Background: an optimization exercise with open tools, aiming at small area, a short achievable clock period and few clock cycles per item. Do not read the settings as production practice. In this exercise RTL edits were held to simulation tests only and were not proved equivalent to the original. Power is estimated from default activity; no workload was simulated.

==> flow/design.v <==
  localparam int unsigned XLEN    = 32;
  localparam int unsigned SHAMT_W = 5;
  localparam int unsigned CNT_W   = 6;
  localparam logic [4:0] ALU_ADD  = 5'd0;
  localparam logic [4:0] ALU_SUB  = 5'd1;
  localparam logic [4:0] ALU_XOR  = 5'd2;
  localparam logic [4:0] ALU_OR   = 5'd3;
  localparam logic [4:0] ALU_AND  = 5'd4;
  localparam logic [4:0] ALU_XNOR = 5'd5;
  localparam logic [4:0] ALU_ORN  = 5'd6;
  localparam logic [4:0] ALU_ANDN = 5'd7;
  localparam logic [4:0] ALU_SRA  = 5'd8;
  localparam logic [4:0] ALU_SRL  = 5'd9;
  localparam logic [4:0] ALU_SLL  = 5'd10;
  localparam logic [4:0] ALU_LT   = 5'd11;
  localparam logic [4:0] ALU_LTU  = 5'd12;
  localparam logic [4:0] ALU_GE   = 5'd13;
  localparam logic [4:0] ALU_GEU  = 5'd14;
  localparam logic [4:0] ALU_EQ   = 5'd15;
  localparam logic [4:0] ALU_NE   = 5'd16;
  localparam logic [4:0] ALU_SLT  = 5'd17;
  localparam logic [4:0] ALU_SLTU = 5'd18;
  localparam logic [4:0] ALU_MIN  = 5'd19;
  localparam logic [4:0] ALU_MINU = 5'd20;
  localparam logic [4:0] ALU_MAX  = 5'd21;
  localparam logic [4:0] ALU_MAXU = 5'd22;
  localparam logic [4:0] ALU_CLZ  = 5'd23;
  localparam logic [4:0] ALU_CTZ  = 5'd24;
  localparam logic [4:0] ALU_PCNT = 5'd25;
`timescale 1ns/1ps
`default_nettype none
module alu_adder
(
  input  logic [4:0] op_i,
  input  logic [31:0] operand_a_i,
  input  logic [31:0] operand_b_i,
  output logic [31:0] adder_sum_o
);
  localparam int unsigned XLEN    = 32;
  localparam int unsigned SHAMT_W = 5;
  localparam int unsigned CNT_W   = 6;
  localparam logic [4:0] ALU_ADD  = 5'd0;
  localparam logic [4:0] ALU_SUB  = 5'd1;
  localparam logic [4:0] ALU_XOR  = 5'd2;
  localparam logic [4:0] ALU_OR   = 5'd3;
  localparam logic [4:0] ALU_AND  = 5'd4;
  localparam logic [4:0] ALU_XNOR = 5'd5;
  localparam logic [4:0] ALU_ORN  = 5'd6;
  localparam logic [4:0] ALU_ANDN = 5'd7;
  localparam logic [4:0] ALU_SRA  = 5'd8;
  localparam logic [4:0] ALU_SRL  = 5'd9;
  localparam logic [4:0] ALU_SLL  = 5'd10;
  localparam logic [4:0] ALU_LT   = 5'd11;
  localparam logic [4:0] ALU_LTU  = 5'd12;
  localparam logic [4:0] ALU_GE   = 5'd13;
  localparam logic [4:0] ALU_GEU  = 5'd14;
  localparam logic [4:0] ALU_EQ   = 5'd15;
  localparam logic [4:0] ALU_NE   = 5'd16;
  localparam logic [4:0] ALU_SLT  = 5'd17;
  localparam logic [4:0] ALU_SLTU = 5'd18;
  localparam logic [4:0] ALU_MIN  = 5'd19;
  localparam logic [4:0] ALU_MINU = 5'd20;
  localparam logic [4:0] ALU_MAX  = 5'd21;
  localparam logic [4:0] ALU_MAXU = 5'd22;
  localparam logic [4:0] ALU_CLZ  = 5'd23;
  localparam logic [4:0] ALU_CTZ  = 5'd24;
  localparam logic [4:0] ALU_PCNT = 5'd25;
  logic          negate_b;
  logic [XLEN:0] adder_in_a;
  logic [XLEN:0] adder_in_b;
  logic [XLEN:0] adder_out;
  always_comb begin
    case (op_i)
      ALU_SUB,
      ALU_EQ, ALU_NE, ALU_LT, ALU_LTU, ALU_GE, ALU_GEU,
      ALU_SLT, ALU_SLTU, ALU_MIN, ALU_MAX, ALU_MINU, ALU_MAXU: negate_b = 1'b1;
      default: negate_b = 1'b0;
    endcase
  end
  assign adder_in_a = {operand_a_i, 1'b1};
  always_comb begin
    if (negate_b) begin
      adder_in_b = ~{operand_b_i, 1'b0};
    end else begin
      adder_in_b = {operand_b_i, 1'b0};
    end
  end
  assign adder_out = adder_in_a + adder_in_b;
  assign adder_sum_o = adder_out[XLEN:1];
endmodule
`default_nettype wire
`timescale 1ns/1ps
`default_nettype none
module alu_shifter
(
  input  logic [4:0] op_i,
  input  logic [31:0] operand_a_i,
  input  logic [31:0] operand_b_i,
  output logic [31:0] shift_result_o
);
  localparam int unsigned XLEN    = 32;
  localparam int unsigned SHAMT_W = 5;
  localparam int unsigned CNT_W   = 6;
  localparam logic [4:0] ALU_ADD  = 5'd0;
  localparam logic [4:0] ALU_SUB  = 5'd1;
  localparam logic [4:0] ALU_XOR  = 5'd2;
  localparam logic [4:0] ALU_OR   = 5'd3;
  localparam logic [4:0] ALU_AND  = 5'd4;
  localparam logic [4:0] ALU_XNOR = 5'd5;
  localparam logic [4:0] ALU_ORN  = 5'd6;
  localparam logic [4:0] ALU_ANDN = 5'd7;
  localparam logic [4:0] ALU_SRA  = 5'd8;
  localparam logic [4:0] ALU_SRL  = 5'd9;
  localparam logic [4:0] ALU_SLL  = 5'd10;
  localparam logic [4:0] ALU_LT   = 5'd11;
  localparam logic [4:0] ALU_LTU  = 5'd12;
  localparam logic [4:0] ALU_GE   = 5'd13;
  localparam logic [4:0] ALU_GEU  = 5'd14;
  localparam logic [4:0] ALU_EQ   = 5'd15;
  localparam logic [4:0] ALU_NE   = 5'd16;
  localparam logic [4:0] ALU_SLT  = 5'd17;
  localparam logic [4:0] ALU_SLTU = 5'd18;
  localparam logic [4:0] ALU_MIN  = 5'd19;
  localparam logic [4:0] ALU_MINU = 5'd20;
  localparam logic [4:0] ALU_MAX  = 5'd21;
  localparam logic [4:0] ALU_MAXU = 5'd22;
  localparam logic [4:0] ALU_CLZ  = 5'd23;
  localparam logic [4:0] ALU_CTZ  = 5'd24;
  localparam logic [4:0] ALU_PCNT = 5'd25;
  logic               shift_left;
  logic               shift_arith;
  logic [SHAMT_W-1:0] shift_amt;
  logic [31:0]          operand_a_rev;
  logic [31:0]          shift_in;
  logic [XLEN:0]      shift_ext;
  logic [31:0]          shift_raw;
  logic [31:0]          shift_raw_rev;
  assign shift_left  = (op_i == ALU_SLL);
  assign shift_arith = (op_i == ALU_SRA);
  assign shift_amt = operand_b_i[SHAMT_W-1:0];
  for (genvar k = 0; k < XLEN; k++) begin : gen_rev_in
    assign operand_a_rev[k] = operand_a_i[XLEN-1-k];
  end
  assign shift_in = shift_left ? operand_a_rev : operand_a_i;
  assign shift_ext = $signed({shift_arith & shift_in[XLEN-1], shift_in}) >>> shift_amt;
  assign shift_raw = shift_ext[XLEN-1:0];
  for (genvar k = 0; k < XLEN; k++) begin : gen_rev_out
    assign shift_raw_rev[k] = shift_raw[XLEN-1-k];
  end
  always_comb begin
    if (shift_left) begin
      shift_result_o = shift_raw_rev;
    end else begin
      shift_result_o = shift_raw;
    end
  end
endmodule
`default_nettype wire
`timescale 1ns/1ps
`default_nettype none
module alu_compare
(
  input  logic [4:0]    op_i,
  input  logic [31:0]    operand_a_i,
  input  logic [31:0]    operand_b_i,
  input  logic [31:0]    adder_sum_i,
  output logic         cmp_result_o,
  output logic [31:0]    minmax_result_o
);
  localparam int unsigned XLEN    = 32;
  localparam int unsigned SHAMT_W = 5;
  localparam int unsigned CNT_W   = 6;
  localparam logic [4:0] ALU_ADD  = 5'd0;
  localparam logic [4:0] ALU_SUB  = 5'd1;
  localparam logic [4:0] ALU_XOR  = 5'd2;
  localparam logic [4:0] ALU_OR   = 5'd3;
  localparam logic [4:0] ALU_AND  = 5'd4;
  localparam logic [4:0] ALU_XNOR = 5'd5;
  localparam logic [4:0] ALU_ORN  = 5'd6;
  localparam logic [4:0] ALU_ANDN = 5'd7;
  localparam logic [4:0] ALU_SRA  = 5'd8;
  localparam logic [4:0] ALU_SRL  = 5'd9;
  localparam logic [4:0] ALU_SLL  = 5'd10;
  localparam logic [4:0] ALU_LT   = 5'd11;
  localparam logic [4:0] ALU_LTU  = 5'd12;
  localparam logic [4:0] ALU_GE   = 5'd13;
  localparam logic [4:0] ALU_GEU  = 5'd14;
  localparam logic [4:0] ALU_EQ   = 5'd15;
  localparam logic [4:0] ALU_NE   = 5'd16;
  localparam logic [4:0] ALU_SLT  = 5'd17;
  localparam logic [4:0] ALU_SLTU = 5'd18;
  localparam logic [4:0] ALU_MIN  = 5'd19;
  localparam logic [4:0] ALU_MINU = 5'd20;
  localparam logic [4:0] ALU_MAX  = 5'd21;
  localparam logic [4:0] ALU_MAXU = 5'd22;
  localparam logic [4:0] ALU_CLZ  = 5'd23;
  localparam logic [4:0] ALU_CTZ  = 5'd24;
  localparam logic [4:0] ALU_PCNT = 5'd25;
  logic is_equal;
  logic is_greater_equal;
  logic cmp_signed;
  logic sign_a;
  logic sign_b;
  always_comb begin
    case (op_i)
      ALU_LT, ALU_GE, ALU_SLT, ALU_MIN, ALU_MAX: cmp_signed = 1'b1;
      default: cmp_signed = 1'b0;
    endcase
  end
  assign sign_a     = operand_a_i[XLEN-1];
  assign sign_b     = operand_b_i[XLEN-1];
  assign is_equal = (adder_sum_i == '0);
  always_comb begin
    if (sign_a == sign_b) begin
      is_greater_equal = ~adder_sum_i[XLEN-1];
    end else begin
      is_greater_equal = sign_a ^ cmp_signed;
    end
  end
  always_comb begin
    case (op_i)
      ALU_EQ:   cmp_result_o = is_equal;
      ALU_NE:   cmp_result_o = ~is_equal;
      ALU_GE, ALU_GEU,
      ALU_MAX, ALU_MAXU: cmp_result_o = is_greater_equal;
      ALU_LT, ALU_LTU,
      ALU_SLT, ALU_SLTU,
      ALU_MIN, ALU_MINU: cmp_result_o = ~is_greater_equal;
      default:  cmp_result_o = 1'b0;
    endcase
  end
  always_comb begin
    if (cmp_result_o) begin
      minmax_result_o = operand_a_i;
    end else begin
      minmax_result_o = operand_b_i;
    end
  end
endmodule
`default_nettype wire
`timescale 1ns/1ps
`default_nettype none
module alu_bitcount
(
  input  logic [4:0]        op_i,
  input  logic [31:0]        operand_a_i,
  output logic [5:0]       count_o
);
  localparam int unsigned XLEN    = 32;
  localparam int unsigned SHAMT_W = 5;
  localparam int unsigned CNT_W   = 6;
  localparam logic [4:0] ALU_ADD  = 5'd0;
  localparam logic [4:0] ALU_SUB  = 5'd1;
  localparam logic [4:0] ALU_XOR  = 5'd2;
  localparam logic [4:0] ALU_OR   = 5'd3;
  localparam logic [4:0] ALU_AND  = 5'd4;
  localparam logic [4:0] ALU_XNOR = 5'd5;
  localparam logic [4:0] ALU_ORN  = 5'd6;
  localparam logic [4:0] ALU_ANDN = 5'd7;
  localparam logic [4:0] ALU_SRA  = 5'd8;
  localparam logic [4:0] ALU_SRL  = 5'd9;
  localparam logic [4:0] ALU_SLL  = 5'd10;
  localparam logic [4:0] ALU_LT   = 5'd11;
  localparam logic [4:0] ALU_LTU  = 5'd12;
  localparam logic [4:0] ALU_GE   = 5'd13;
  localparam logic [4:0] ALU_GEU  = 5'd14;
  localparam logic [4:0] ALU_EQ   = 5'd15;
  localparam logic [4:0] ALU_NE   = 5'd16;
  localparam logic [4:0] ALU_SLT  = 5'd17;
  localparam logic [4:0] ALU_SLTU = 5'd18;
  localparam logic [4:0] ALU_MIN  = 5'd19;
  localparam logic [4:0] ALU_MINU = 5'd20;
  localparam logic [4:0] ALU_MAX  = 5'd21;
  localparam logic [4:0] ALU_MAXU = 5'd22;
  localparam logic [4:0] ALU_CLZ  = 5'd23;
  localparam logic [4:0] ALU_CTZ  = 5'd24;
  localparam logic [4:0] ALU_PCNT = 5'd25;
  logic      bitcnt_ctz;
  logic      bitcnt_pcnt;
  logic [31:0] operand_a_rev;
  logic [31:0] bitcnt_bits;
  assign bitcnt_ctz  = (op_i == ALU_CTZ);
  assign bitcnt_pcnt = (op_i == ALU_PCNT);
  for (genvar k = 0; k < XLEN; k++) begin : gen_rev
    assign operand_a_rev[k] = operand_a_i[XLEN-1-k];
  end
  always_comb begin
    if (bitcnt_pcnt) begin
      bitcnt_bits = operand_a_i;
    end else if (bitcnt_ctz) begin
      bitcnt_bits = ~operand_a_i;
    end else begin
      bitcnt_bits = ~operand_a_rev;
    end
  end
  always_comb begin
    logic enable;
    enable  = 1'b1;
    count_o = '0;
    for (int unsigned i = 0; i < XLEN; i++) begin
      if (enable) begin
        count_o = count_o + CNT_W'(bitcnt_bits[i]);
      end
      enable = bitcnt_pcnt || (enable && bitcnt_bits[i]);
    end
  end
endmodule
`default_nettype wire
`timescale 1ns/1ps
`default_nettype none
module alu_core
(
  input  logic [4:0] op_i,
  input  logic [31:0] operand_a_i,
  input  logic [31:0] operand_b_i,
  output logic [31:0] result_o,
  output logic      cmp_result_o
);
  localparam int unsigned XLEN    = 32;
  localparam int unsigned SHAMT_W = 5;
  localparam int unsigned CNT_W   = 6;
  localparam logic [4:0] ALU_ADD  = 5'd0;
  localparam logic [4:0] ALU_SUB  = 5'd1;
  localparam logic [4:0] ALU_XOR  = 5'd2;
  localparam logic [4:0] ALU_OR   = 5'd3;
  localparam logic [4:0] ALU_AND  = 5'd4;
  localparam logic [4:0] ALU_XNOR = 5'd5;
  localparam logic [4:0] ALU_ORN  = 5'd6;
  localparam logic [4:0] ALU_ANDN = 5'd7;
  localparam logic [4:0] ALU_SRA  = 5'd8;
  localparam logic [4:0] ALU_SRL  = 5'd9;
  localparam logic [4:0] ALU_SLL  = 5'd10;
  localparam logic [4:0] ALU_LT   = 5'd11;
  localparam logic [4:0] ALU_LTU  = 5'd12;
  localparam logic [4:0] ALU_GE   = 5'd13;
  localparam logic [4:0] ALU_GEU  = 5'd14;
  localparam logic [4:0] ALU_EQ   = 5'd15;
  localparam logic [4:0] ALU_NE   = 5'd16;
  localparam logic [4:0] ALU_SLT  = 5'd17;
  localparam logic [4:0] ALU_SLTU = 5'd18;
  localparam logic [4:0] ALU_MIN  = 5'd19;
  localparam logic [4:0] ALU_MINU = 5'd20;
  localparam logic [4:0] ALU_MAX  = 5'd21;
  localparam logic [4:0] ALU_MAXU = 5'd22;
  localparam logic [4:0] ALU_CLZ  = 5'd23;
  localparam logic [4:0] ALU_CTZ  = 5'd24;
  localparam logic [4:0] ALU_PCNT = 5'd25;
  logic [31:0]        shift_result;
  logic [31:0]        minmax_result;
  logic [CNT_W-1:0] bitcnt_result;
  logic             bwlogic_negate;
  logic [31:0]        bwlogic_operand_b;
  logic [31:0]        bwlogic_result;
  logic [31:0]        adder_sum;
  alu_adder u_adder (
    .op_i        (op_i),
    .operand_a_i (operand_a_i),
    .operand_b_i (operand_b_i),
    .adder_sum_o (adder_sum)
  );
  alu_shifter u_shifter (
    .op_i           (op_i),
    .operand_a_i    (operand_a_i),
    .operand_b_i    (operand_b_i),
    .shift_result_o (shift_result)
  );
  alu_compare u_compare (
    .op_i            (op_i),
    .operand_a_i     (operand_a_i),
    .operand_b_i     (operand_b_i),
    .adder_sum_i     (adder_sum),
    .cmp_result_o    (cmp_result_o),
    .minmax_result_o (minmax_result)
  );
  alu_bitcount u_bitcount (
    .op_i        (op_i),
    .operand_a_i (operand_a_i),
    .count_o     (bitcnt_result)
  );
  assign bwlogic_negate    = (op_i == ALU_XNOR) || (op_i == ALU_ORN) || (op_i == ALU_ANDN);
  assign bwlogic_operand_b = bwlogic_negate ? ~operand_b_i : operand_b_i;
  always_comb begin
    case (op_i)
      ALU_OR, ALU_ORN:   bwlogic_result = operand_a_i | bwlogic_operand_b;
      ALU_AND, ALU_ANDN: bwlogic_result = operand_a_i & bwlogic_operand_b;
      default:           bwlogic_result = operand_a_i ^ bwlogic_operand_b;
    endcase
  end
  always_comb begin
    case (op_i)
      ALU_XOR, ALU_OR, ALU_AND,
      ALU_XNOR, ALU_ORN, ALU_ANDN: result_o = bwlogic_result;
      ALU_ADD, ALU_SUB:            result_o = adder_sum;
      ALU_SLL, ALU_SRL, ALU_SRA:   result_o = shift_result;
      ALU_EQ, ALU_NE, ALU_LT, ALU_LTU, ALU_GE, ALU_GEU,
      ALU_SLT, ALU_SLTU: result_o = {{(XLEN-1){1'b0}}, cmp_result_o};
      ALU_MIN, ALU_MINU,
      ALU_MAX, ALU_MAXU:           result_o = minmax_result;
      ALU_CLZ, ALU_CTZ, ALU_PCNT:  result_o = {{(XLEN-CNT_W){1'b0}}, bitcnt_result};
      default:                     result_o = '0;
    endcase
  end
endmodule
`default_nettype wire
`timescale 1ns/1ps
`default_nettype none
module alu_top
(
  input  logic      clk_i,
  input  logic      rst_n_i,
  input  logic      req_i,
  input  logic [4:0] op_i,
  input  logic [31:0] operand_a_i,
  input  logic [31:0] operand_b_i,
  output logic      ack_o,
  output logic [31:0] result_o,
  output logic      cmp_result_o
);
  localparam int unsigned XLEN    = 32;
  localparam int unsigned SHAMT_W = 5;
  localparam int unsigned CNT_W   = 6;
  localparam logic [4:0] ALU_ADD  = 5'd0;
  localparam logic [4:0] ALU_SUB  = 5'd1;
  localparam logic [4:0] ALU_XOR  = 5'd2;
  localparam logic [4:0] ALU_OR   = 5'd3;
  localparam logic [4:0] ALU_AND  = 5'd4;
  localparam logic [4:0] ALU_XNOR = 5'd5;
  localparam logic [4:0] ALU_ORN  = 5'd6;
  localparam logic [4:0] ALU_ANDN = 5'd7;
  localparam logic [4:0] ALU_SRA  = 5'd8;
  localparam logic [4:0] ALU_SRL  = 5'd9;
  localparam logic [4:0] ALU_SLL  = 5'd10;
  localparam logic [4:0] ALU_LT   = 5'd11;
  localparam logic [4:0] ALU_LTU  = 5'd12;
  localparam logic [4:0] ALU_GE   = 5'd13;
  localparam logic [4:0] ALU_GEU  = 5'd14;
  localparam logic [4:0] ALU_EQ   = 5'd15;
  localparam logic [4:0] ALU_NE   = 5'd16;
  localparam logic [4:0] ALU_SLT  = 5'd17;
  localparam logic [4:0] ALU_SLTU = 5'd18;
  localparam logic [4:0] ALU_MIN  = 5'd19;
  localparam logic [4:0] ALU_MINU = 5'd20;
  localparam logic [4:0] ALU_MAX  = 5'd21;
  localparam logic [4:0] ALU_MAXU = 5'd22;
  localparam logic [4:0] ALU_CLZ  = 5'd23;
  localparam logic [4:0] ALU_CTZ  = 5'd24;
  localparam logic [4:0] ALU_PCNT = 5'd25;
  typedef enum logic [1:0] {
    ST_IDLE,
    ST_COMPUTE,
    ST_ACK
  } hs_state_e;
  hs_state_e state_q;
  logic      ack_q;
  logic      capture;
  logic [4:0] op_q;
  logic [31:0] operand_a_q;
  logic [31:0] operand_b_q;
  logic [31:0] result_q;
  logic      cmp_result_q;
  logic [31:0] core_result;
  logic      core_cmp_result;
  logic      op_is_cmp;
  always_comb begin
    case (op_q)
      ALU_EQ, ALU_NE, ALU_LT, ALU_LTU, ALU_GE, ALU_GEU,
      ALU_SLT, ALU_SLTU, ALU_MIN, ALU_MAX, ALU_MINU, ALU_MAXU: op_is_cmp = 1'b1;
      default: op_is_cmp = 1'b0;
    endcase
  end
  assign capture = req_i && !ack_q && (state_q == ST_IDLE);
  always_ff @(posedge clk_i) begin
    if (!rst_n_i) begin
      state_q      <= ST_IDLE;
      ack_q        <= 1'b0;
      result_q     <= '0;
      cmp_result_q <= 1'b0;
    end else begin
      case (state_q)
        ST_IDLE: begin
          if (capture) begin
            state_q <= ST_COMPUTE;
          end
        end
        ST_COMPUTE: begin
          state_q      <= ST_ACK;
          ack_q        <= 1'b1;
          result_q     <= core_result;
          cmp_result_q <= op_is_cmp & core_cmp_result;
        end
        ST_ACK: begin
          if (!req_i) begin
            state_q <= ST_IDLE;
            ack_q   <= 1'b0;
          end
        end
        default: state_q <= ST_IDLE;
      endcase
    end
  end
  always_ff @(posedge clk_i) begin
    if (capture) begin
      op_q        <= op_i;
      operand_a_q <= operand_a_i;
      operand_b_q <= operand_b_i;
    end
  end
  alu_core u_core (
    .op_i         (op_q),
    .operand_a_i  (operand_a_q),
    .operand_b_i  (operand_b_q),
    .result_o     (core_result),
    .cmp_result_o (core_cmp_result)
  );
  assign ack_o        = ack_q;
  assign result_o     = result_q;
  assign cmp_result_o = cmp_result_q;
endmodule
`default_nettype wire
==> flow/run.sh <==
#!/bin/bash
# synth_recipe.tcl (not shown) runs the flow's synth.tcl, then flattens the netlist and writes it again
# the make line also repeats each setting of config.mk as NAME=value (left out here)
make -C /OpenROAD-flow-scripts/flow DESIGN_CONFIG=/design/flow/config.mk WORK_HOME=/design/flow/orfs CLKGATE_MAP_FILE= SYNTH_SCRIPT=/design/flow/synth_recipe.tcl finish
==> flow/config.mk <==
export PLATFORM = sky130hd
export DESIGN_NAME = alu_top
export DESIGN_NICKNAME = alu_top
export VERILOG_FILES = /design/flow/design.v
export SDC_FILE = /design/flow/constraint.sdc
export NUM_CORES = 4
export LEC_CHECK = 0
export CAP_MARGIN = 20
export CORE_MARGIN = 2
export CORE_UTILIZATION = 40
export SLEW_MARGIN = 20
==> flow/constraint.sdc <==
create_clock -name core_clock -period 22.0 [get_ports {clk_i}]
set_input_delay 4.4000 -clock core_clock [delete_from_list [all_inputs] [get_ports {clk_i}]]
set_output_delay 4.4000 -clock core_clock [all_outputs]
set_load 0.01 [all_outputs]
==> flow_metrics.tcl <==
set metrics [dict create \
    ctsHtreeMaxLevel 3 \
    worstHoldEndpoint "cmp_result_q" \
    gp_congestion 1.00 \
    r2r-start "op_q[2]" \
    switchingPower_mw 0.544 \
    leakagePower_nw 7.98 \
    clkSlewWorstSetupHoldPaths_ns 0.08 \
    p_per_area_nw_per_um2 59.0 \
    post_layout_nonfiller_instances 2862 \
    finalSetupTns_ns 0 \
    ys_warn_count 6 \
    crit_fanout 21 \
    hold_path_class "flip-flop to flip-flop" \
    syn_nets 2456 \
    clkPwrFrac_pct 15.5 \
    rows 76 \
    syn_to_final_growth_pct 12.3 \
    vdd_drop_max_v 0.0000392 \
    p_total_mw 1.15 \
    dieHeight_um 212 \
    clock_sinks 107 \
    drt_pass1_iterations 5 \
    min_delay_path_depth 2 \
    fin_nets 2499 \
    path_common_cell "ha_1" \
    synth_cell_types 109 \
    seqPwrFrac_pct 21.5 \
    die_area_um2 45100 \
    max_freq_mhz 48.4 \
    ant_nets 0 \
    reg2regPathDepth 99 \
    die_x_um 212 \
    ys_seq_elements 107 \
    crit_slowest_cell "or3_1" \
    cts_root_buf "clkbuf_16" \
    port_buffers 105 \
    finalHoldViolations 0 \
    synth.avg_cell_area_um2 7.78 \
    grt_antenna_before_repair 0 \
    startpoint_type "flip-flop" \
    place_ws_ns 0.847 \
    post_dp_cell_area_um2 19100 \
    hold_ws_ns 0.469 \
    cp.required_ns 22.27 \
    p_sw_share_pct 47.3 \
    grt_max_degree 55 \
    post_drt_wl_per_cell_um 21.7 \
    synth_enable_flop_cells 69 \
    overflow 0 \
    status "no timing/DRC/antenna violations" \
    cpPeakStageDelay_ns 0.37 \
    core_area_um2 43000 \
    drc_errors 0 \
    drt_iter0_drc 1289 \
    drv_slew 0 \
    async_reset_ff_share_pct 0 \
    hold_path_startpoint "cmp_result_q" \
    synth_most_common_cell "nor2_1" \
    fin_ws_ns 1.36 \
    critPathArrivalTime_ns 20.91 \
    vias 17300 \
    finalSetupViolCount 0 \
    grt_pass1_vias 16400 \
    yosys-top-cells-count "205 x nor2_1, 191 x nand2_1, 180 x a21oi_1" \
    grt_pass1_wl_um 94400 \
    rrSetupSlack_ns 1.36 \
    holdBufCountCts 0 \
    routed_wl_um 62000 \
    n_antenna_cell 0 \
    final_area_um2 19500 \
    syn-cell-area_um2 17300 \
    yosysTopAreaCell "edfxtp_1" \
    maxCapViolCount 0 \
    synthCells 2229 \
    p_comb_share_pct 63.0 \
    worst_slew_pin_slew_ns 1.15 \
    initial_core_util_pct 40.4 \
    placed_cells 2835 \
    cts.path.max_buffers 2 \
    top_level_ports 106 \
    clock_skew_ns 0.0107 \
    synth_top_cell_area_share_pct 11.9 \
    cts_inserted_buffers 9 \
    criticalPathCategory "flip-flop to flip-flop" \
    timing.final.crit_share_pct 93.8 \
    insertion_delay_ns 0.38 \
    cts_tree "built" \
    drive_gt1_share_pct 8.87 \
    dp_hpwl_um 45900 \
    post-route-util_pct 45.3 \
    end_kind "flip-flop" \
    vias_per_cell 6.06 \
    period_needed_ns 20.64 \
    grt_use_total_pct 27.0 \
    regToRegEndpoint "result_q[2]" \
    seq_area_frac_synth_pct 16.3 \
    ys.flop_type "edfxtp_1" \
    yosys-top-cells-area "edfxtp_1 12%, ha_1 11%, mux2i_1 7.6%" \
    max_slew_margin_pct 23.3 \
    p_int_mw 0.607 \
]
==> how the worst max path moves through the flow <==
stage             from     endpoint  slack [ns]  cells after the start
5_1_grt        op_q[2]  result_q[2]       -0.06                     99
2_1_floorplan  op_q[0]  result_q[2]        1.06                    104
3_3_place_gp   op_q[4]  result_q[2]        1.49                     98
4_1_cts        op_q[3]  result_q[2]        0.78                     98
6_report       op_q[2]  result_q[2]        1.36                     99
3_5_place_dp   op_q[4]  result_q[2]        0.85                     98
==> registers in the layout, summed over array words and instances (netlist names) <==
signal and cells:
op_is_cmp 1, ack_q 1, result_q 32, op_q 5, cmp_result_q 1, operand_b_q 32
state_q 2, operand_a_q 32, u_core.u_adder.negate_b 1
==> cell type report <==
type | instances | area, um^2
fillers | 4399 | 23500
multi-input cells | 1870 | 13700
flip-flops and latches | 107 | 2830
repair buffers | 169 | 1530
well taps | 585 | 732
inverters | 115 | 432
clock buffers | 10 | 229
clock inverters | 6 | 71.3
==> power groups by stage <==
stage / combinational, mW / clock [mW] / sequential [mW]
after global routing: 0.795 / 0.189 / 0.249
final: 0.725 / 0.178 / 0.248
after CTS: 0.705 / 0.181 / 0.248
after floorplan: 0.518 / 0 / 0.250
after detailed placement: 0.701 / 0 / 0.253
after global placement: 0.683 / 0 / 0.252
==> timing repair <==
| item | CTS | global route |
|---|---|---|
| endpoints found under the setup margin | 0 | 5 |
| buffers inserted | 0 | 11 |
| resized for setup | 0 | 10 |
==> cell usage in the layout, fill, tap and decap left out, drive strengths merged, types with 13 or more instances in the layout <==
cell type	synthesis	final
xor2	73	73
nand2	191	191
o21a	14	14
xnor2	132	132
nand4	14	14
a211oi	40	40
and3	15	15
nor3	22	22
dfxtp	38	38
a31oi	18	18
edfxtp	69	69
buf	30	64
a22oi	13	13
mux2i	132	132
a21oi	181	181
a311oi	19	19
nor2b	22	22
nand3	82	82
clkdlybuf4s50	0	105
inv	111	113
and2	43	43
a21o	40	40
nor2	206	206
a221oi	50	50
ha	155	155
nand2b	17	17
mux2	26	26
o21ai	133	133
==> per-layer routing <==
metal	track usage, %	share of wire, %	vias up
li1	-	-	8251
met1	34.6	43	8315
met2	45.0	46	634
met3	2.73	5.6	146
met4	13.7	5.3	0
met5	0	0	-
==> critical path, delay by kind of cell, from the launching register on <==
family                   cells  cell delay (ns)
adder cells (fa/ha/maj)     31             9.58
AO/OA/AOI/OAI               28             4.22
AND/OR/NAND/NOR             27             3.61
multiplexers                 6             1.67
XOR/XNOR                     3             0.54
buffers and inverters        4             0.50
flip-flops                   1             0.36
==> kinds of logic after synthesis <==
| family | count (synthesis) | share of synthesized area [%] |
|---|---|---|
| mux | 161 | 9.74 |
| simple gates | 682 | 18.9 |
| xor+xnor | 217 | 12.7 |
| buf+inv | 252 | 5.63 |
| compound gates | 651 | 25.3 |
| fa+ha+maj | 159 | 11.4 |
| flops | 107 | 16.3 |
Testbench counts, summed over its fixed seeds: cycles 14,400, items 4,800.

==> separate check: timing with driven ports <==
No port has a modelled driver above. Below, the same layout with a new extraction and two added sets of constraints. Step 1, drivers: a clkbuf_16 drives clk_i and a buf_2 each remaining input, both assumed. Step 2 moves the port delays by t, midway between the first and last clock arrival at a register: inputs arrive t later, outputs are due t later. That takes back most of the time a late clock gives input paths. Three values: no drivers, after step 1, after step 2; two values: the first two.
t (ns): 0.416
slack for setup (ns): 1.359 / 1.359 / 1.359
worst hold slack (ns): 0.469 / 0.469 / 0.469
worst setup path after step 2: register to register
clock arrival spread, ns: 0.010 / 0.011
After both steps setup and hold are still met in this run. The setup slack of this run moves by 0.000 ns with the drivers and by 0.000 ns with both steps.
